From an optimization exercise on the open Yosys and OpenROAD flow, aimed at small area; shortcuts taken in it are not production practice. Only simulation tests tie the RTL to the original design; equivalence was not proved. No activity file was given, so power comes from the tool's default toggle rates.

Design int_core, start of the top module:
module int_core (
    input  logic                      clk,
    input  logic                      rst,
    input  logic                      inst_valid_i,
    input  logic [32-1:0]   inst_data_i,
    output logic                      wb_valid_o,
    output logic [5-1:0]  wb_addr_o,
    output logic [32-1:0]     wb_data_o,
    output logic                      illegal_o
);
    logic                      legal;
    logic                      special;
    logic                      a_shamt;
    logic [5-1:0]  shamt;
    logic [32-1:0]     imm;
    logic                      shift;
    logic [3:0]                f;
    logic [5-1:0]  dst;
    logic [5-1:0]  rs;
    logic [5-1:0]  rt;
    logic [32-1:0]     rf_a;
    logic [32-1:0]     rf_b;
    logic                      fwd_a;
    logic                      fwd_b;
    logic [32-1:0]     a_in;
    logic [32-1:0]     b_in;
    logic                      ex_wb;
    logic                      ex_ill;
    logic                      ex_shift;
    logic [3:0]                ex_f;
    logic [5-1:0]  ex_dst;
    logic [32-1:0]     ex_a;
    logic [32-1:0]     ex_b;
    logic [32-1:0]     res;
    assign rs = inst_data_i[RS_MSB:RS_LSB];
    assign rt = inst_data_i[RT_MSB:RT_LSB];
    inst_decoder u_dec (
        .inst_i    (inst_data_i),
        .legal_o   (legal),
        .special_o (special),
        .a_shamt_o (a_shamt),
        .shamt_o   (shamt),
        .imm_o     (imm),
        .shift_o   (shift),
        .f_o       (f),
        .dst_o     (dst)
    );
    reg_file u_rf (
        .clk          (clk),
        .rst          (rst),
        .a_ext_i      (a_shamt),
        .a_reg_i      (!a_shamt && !fwd_a),
        .a_addr_i     (rs),
        .a_ext_data_i (shamt),
        .a_data_o     (rf_a),
        .b_ext_i      (!special),
        .b_reg_i      (special && !fwd_b),
        .b_addr_i     (rt),
        .b_ext_data_i (imm),
        .b_data_o     (rf_b),
        .we_i         (ex_wb),
        .waddr_i      (ex_dst),
        .wdata_i      (res)
    );
    assign fwd_a = ex_wb && !a_shamt && (rs == ex_dst);
  ...
export LEC_CHECK = 0
export CAP_MARGIN = 20
export CORE_MARGIN = 2
export CORE_UTILIZATION = 45
export SLEW_MARGIN = 20
export SYNTH_HIERARCHICAL = 1
create_clock -name core_clock -period 5.5 [get_ports {clk}]
standard.sh (not shown) runs the stock make flow with config.mk's settings and CLKGATE_MAP_FILE= SYNTH_SCRIPT=/design/flow/synth_recipe.tcl, a recipe that flattens the netlist after the stock synthesis.
==> flow/flow/run.sh <==
#!/bin/bash
# Own layout flow: the standard flow (standard.sh) with two knobs ORFS
# reads from the environment:
#  - port buffers use the smallest buffer cell instead of the default pick;
#  - clock tree: larger sink clusters and no dummy loads.
# Every input and output port is still buffered, and the clock tree is built
# by TritonCTS as usual. make's full output goes to flow_make.log here; each
# ORFS step also keeps its own log under orfs/logs/.
set -euo pipefail
export BUFFER_PORTS_ARGS="-buffer_cell sky130_fd_sc_hd__buf_1"
export CTS_ARGS="-sink_clustering_enable -repair_clock_nets -sink_clustering_size 24 -sink_clustering_max_diameter 120 -dont_use_dummy_load"
bash standard.sh > flow_make.log 2>&1
The baseline finished with timing, DRC and antenna clean.
Change:
- PLACE_DENSITY: default -> 0.72
The new run passed the timing, DRC and antenna checks.
Global-route usage goes down by 3.3 points.
Worst setup slack improved by 160 ps.
Sequential power is about the same.
Via count falls by 0.40%.
Total power went down by 1.3%.
Final area stays flat.
Count of clock-buffer cells in the layout decreases by 1.


Setup of willow:
int_core, a different RTL version from the one above (not shown whole).
Size in the first run: about 1100 flip-flops, about 74 I/O pins.
==> flow/design.v (excerpt) <==
module int_core (
    input  logic                      clk,
    input  logic                      rst,
    input  logic                      inst_valid_i,
    input  logic [32-1:0]   inst_data_i,
    output logic                      wb_valid_o,
    output logic [5-1:0]  wb_addr_o,
    output logic [32-1:0]     wb_data_o,
    output logic                      illegal_o
);
export LEC_CHECK = 0
export CAP_MARGIN = 5
export CORE_MARGIN = 2
export CORE_UTILIZATION = 45
export SLEW_MARGIN = 5
export SYNTH_HIERARCHICAL = 1
create_clock -name core_clock -period 5.5 [get_ports {clk}]
Scripts as last shown in full above: flow/flow/run.sh
Although it ran to completion, willow produced a layout that fails the final checks because of capacitance limit, slew limit.
## Diff of input files: violet against willow
# willow
export LEC_CHECK = 0
export CAP_MARGIN = 5
export CORE_MARGIN = 2
export CORE_UTILIZATION = 45
export SLEW_MARGIN = 5
export SYNTH_HIERARCHICAL = 1
create_clock -name core_clock -period 5.5 [get_ports {clk}]
# violet
export LEC_CHECK = 0
export CAP_MARGIN = 20
export CORE_MARGIN = 2
export CORE_UTILIZATION = 45
export CTS_CLUSTER_DIAMETER = 120
export CTS_CLUSTER_SIZE = 24
export SLEW_MARGIN = 20
export SYNTH_HIERARCHICAL = 1
create_clock -name core_clock -period 5.5 [get_ports {clk}]
==> flow/run.sh (new file) <==
#!/bin/bash
# synth_recipe.tcl (not shown) runs the flow's synth.tcl, then flattens the netlist and writes it again
# the make line also repeats each setting of config.mk as NAME=value (left out here)
make -C /OpenROAD-flow-scripts/flow DESIGN_CONFIG=/design/flow/config.mk WORK_HOME=/design/flow/orfs CLKGATE_MAP_FILE= SYNTH_SCRIPT=/design/flow/synth_recipe.tcl finish
removed: flow/flow/run.sh
removed: flow/standard.sh
Findings:
- willow and violet: one clean run, violet; the rest did not finish clean.
- Finished, but not clean: willow, with capacitance limit, slew limit.
- Delta (violet minus willow): top achievable clock speed now smaller; sequential share of layout area went down 1.8 points.
- violet against willow: share of the clock period used by the worst path after layout went up, arrival time of the worst setup path increased by 40 ps relative to the old numbers.
- violet has worst max-slew margin expressed relative to the limit above what willow had.
- Routed length on met3 went down by a little under 10% going from willow to violet.
- Delta (violet minus willow): net switching power of the design shows an increase of 0.29 mW; core utilization shows an increase of 1.5 points.
- In the metrics for willow and violet, the one carrying the higher total power is violet.
For cedar, these inputs were changed with respect to violet:
# violet
export LEC_CHECK = 0
export CAP_MARGIN = 20
export CORE_MARGIN = 2
export CORE_UTILIZATION = 45
export CTS_CLUSTER_DIAMETER = 120
export CTS_CLUSTER_SIZE = 24
export SLEW_MARGIN = 20
export SYNTH_HIERARCHICAL = 1
create_clock -name core_clock -period 5.5 [get_ports {clk}]
# cedar
export LEC_CHECK = 0
export CAP_MARGIN = 20
export CORE_MARGIN = 2
export CORE_UTILIZATION = 45
export SLEW_MARGIN = 20
export SYNTH_HIERARCHICAL = 1
create_clock -name core_clock -period 5.5 [get_ports {clk}]
==> flow/flow/run.sh (new file) <==
#!/bin/bash
# Own layout flow: the standard flow (standard.sh) with two knobs ORFS
# reads from the environment:
#  - port buffers use the smallest buffer cell instead of the default pick;
#  - clock tree: larger sink clusters and no dummy loads.
# Every input and output port is still buffered, and the clock tree is built
# by TritonCTS as usual. make's full output goes to flow_make.log here; each
# ORFS step also keeps its own log under orfs/logs/.
set -euo pipefail
export BUFFER_PORTS_ARGS="-buffer_cell sky130_fd_sc_hd__buf_1"
export CTS_ARGS="-sink_clustering_enable -repair_clock_nets -sink_clustering_size 24 -sink_clustering_max_diameter 120 -dont_use_dummy_load"
bash standard.sh > flow_make.log 2>&1
==> flow/standard.sh (new file) <==
#!/bin/bash
# synth_recipe.tcl (not shown) runs the flow's synth.tcl, then flattens the netlist and writes it again
# the make line also repeats each setting of config.mk as NAME=value (left out here)
make -C /OpenROAD-flow-scripts/flow DESIGN_CONFIG=/design/flow/config.mk WORK_HOME=/design/flow/orfs CLKGATE_MAP_FILE= SYNTH_SCRIPT=/design/flow/synth_recipe.tcl "${@:-finish}"
removed: flow/run.sh
--- outcome ---
Looking at area growth from synthesis to layout across cedar and violet, the one that comes out higher is violet. Looking at critical path capture point, the ex_a[18]$_DFF_P_ result is from violet; the ex_a[26]$_DFF_P_ one comes from cedar. Per the comparison of cedar with violet, share of the clock period used by the worst path saw a decrease, total routed wirelength shows no meaningful change, setup slack rose 290 ps, post-route standard cell area excluding fillers -1400 µm², clock-buffer cell count down 41. Total of plain and repair buffers excluding clock buffers, cedar vs violet: down by more than 10%. In cedar, the number of filler cells placed in the layout came out about 0.36% below the value in violet.
The inputs of juniper differ from those of cedar as listed below.
# cedar
export LEC_CHECK = 0
export CAP_MARGIN = 20
export CORE_MARGIN = 2
export CORE_UTILIZATION = 45
export SLEW_MARGIN = 20
export SYNTH_HIERARCHICAL = 1
create_clock -name core_clock -period 5.5 [get_ports {clk}]
# juniper
export LEC_CHECK = 0
export CAP_MARGIN = 20
export CORE_MARGIN = 2
export CORE_UTILIZATION = 45
export PLACE_DENSITY = 0.72
export SLEW_MARGIN = 20
export SYNTH_HIERARCHICAL = 1
create_clock -name core_clock -period 5.5 [get_ports {clk}]
==> results.txt <==
There was hardly any difference in clock input transition at the sequential cells of the worst setup and hold paths between juniper and cedar.
Number of vias in the routed layout in juniper is 845 lower than in cedar
juniper: non-clock buffer share of cell area is 0.58 points lower than what cedar reported.
Comparing juniper and cedar, the lower core utilization was measured on juniper.
Looking at non-clock buffer count, juniper sits 27 lower than cedar does.

==> port drivers added, routing unchanged <==
No port has a modelled driver above. Below, the same layouts with a new extraction and two added sets of constraints.
Step 1 sets driving cells, clkbuf_16 on the clock port and buf_2 on the other inputs (assumed; they add their load-dependent delay and slew).
Step 2 adds t to the input delays and takes it off the output delays; t is the mean of the earliest and latest rising clock arrival at the registers after step 1. Input paths then give back, and output paths get back, about the clock's delay inside the block.
a / b / c = ideal / step 1 / step 2; a / b = the first two.
| run | t (ns) | setup slack, ns | pins driven straight from the clock port |
|---|---|---|---|
| the first run of note 1 | 0.728 | 0.346 / 0.392 / -0.336 | 1 |
| the second run of note 1 | 0.743 | 0.506 / 0.547 / -0.196 | 1 |
| willow | 0.757 | 0.315 / 0.360 / -0.397 | 1 |
| violet | 0.800 | 0.253 / 0.303 / -0.497 | 1 |
| cedar | 0.758 | 0.544 / 0.587 / -0.171 | 1 |
| juniper | 0.750 | 0.549 / 0.601 / -0.149 | 1 |
For violet, which loses most, drivers alone change the setup slack by +0.050 ns; drivers and shift together by -0.750 ns.
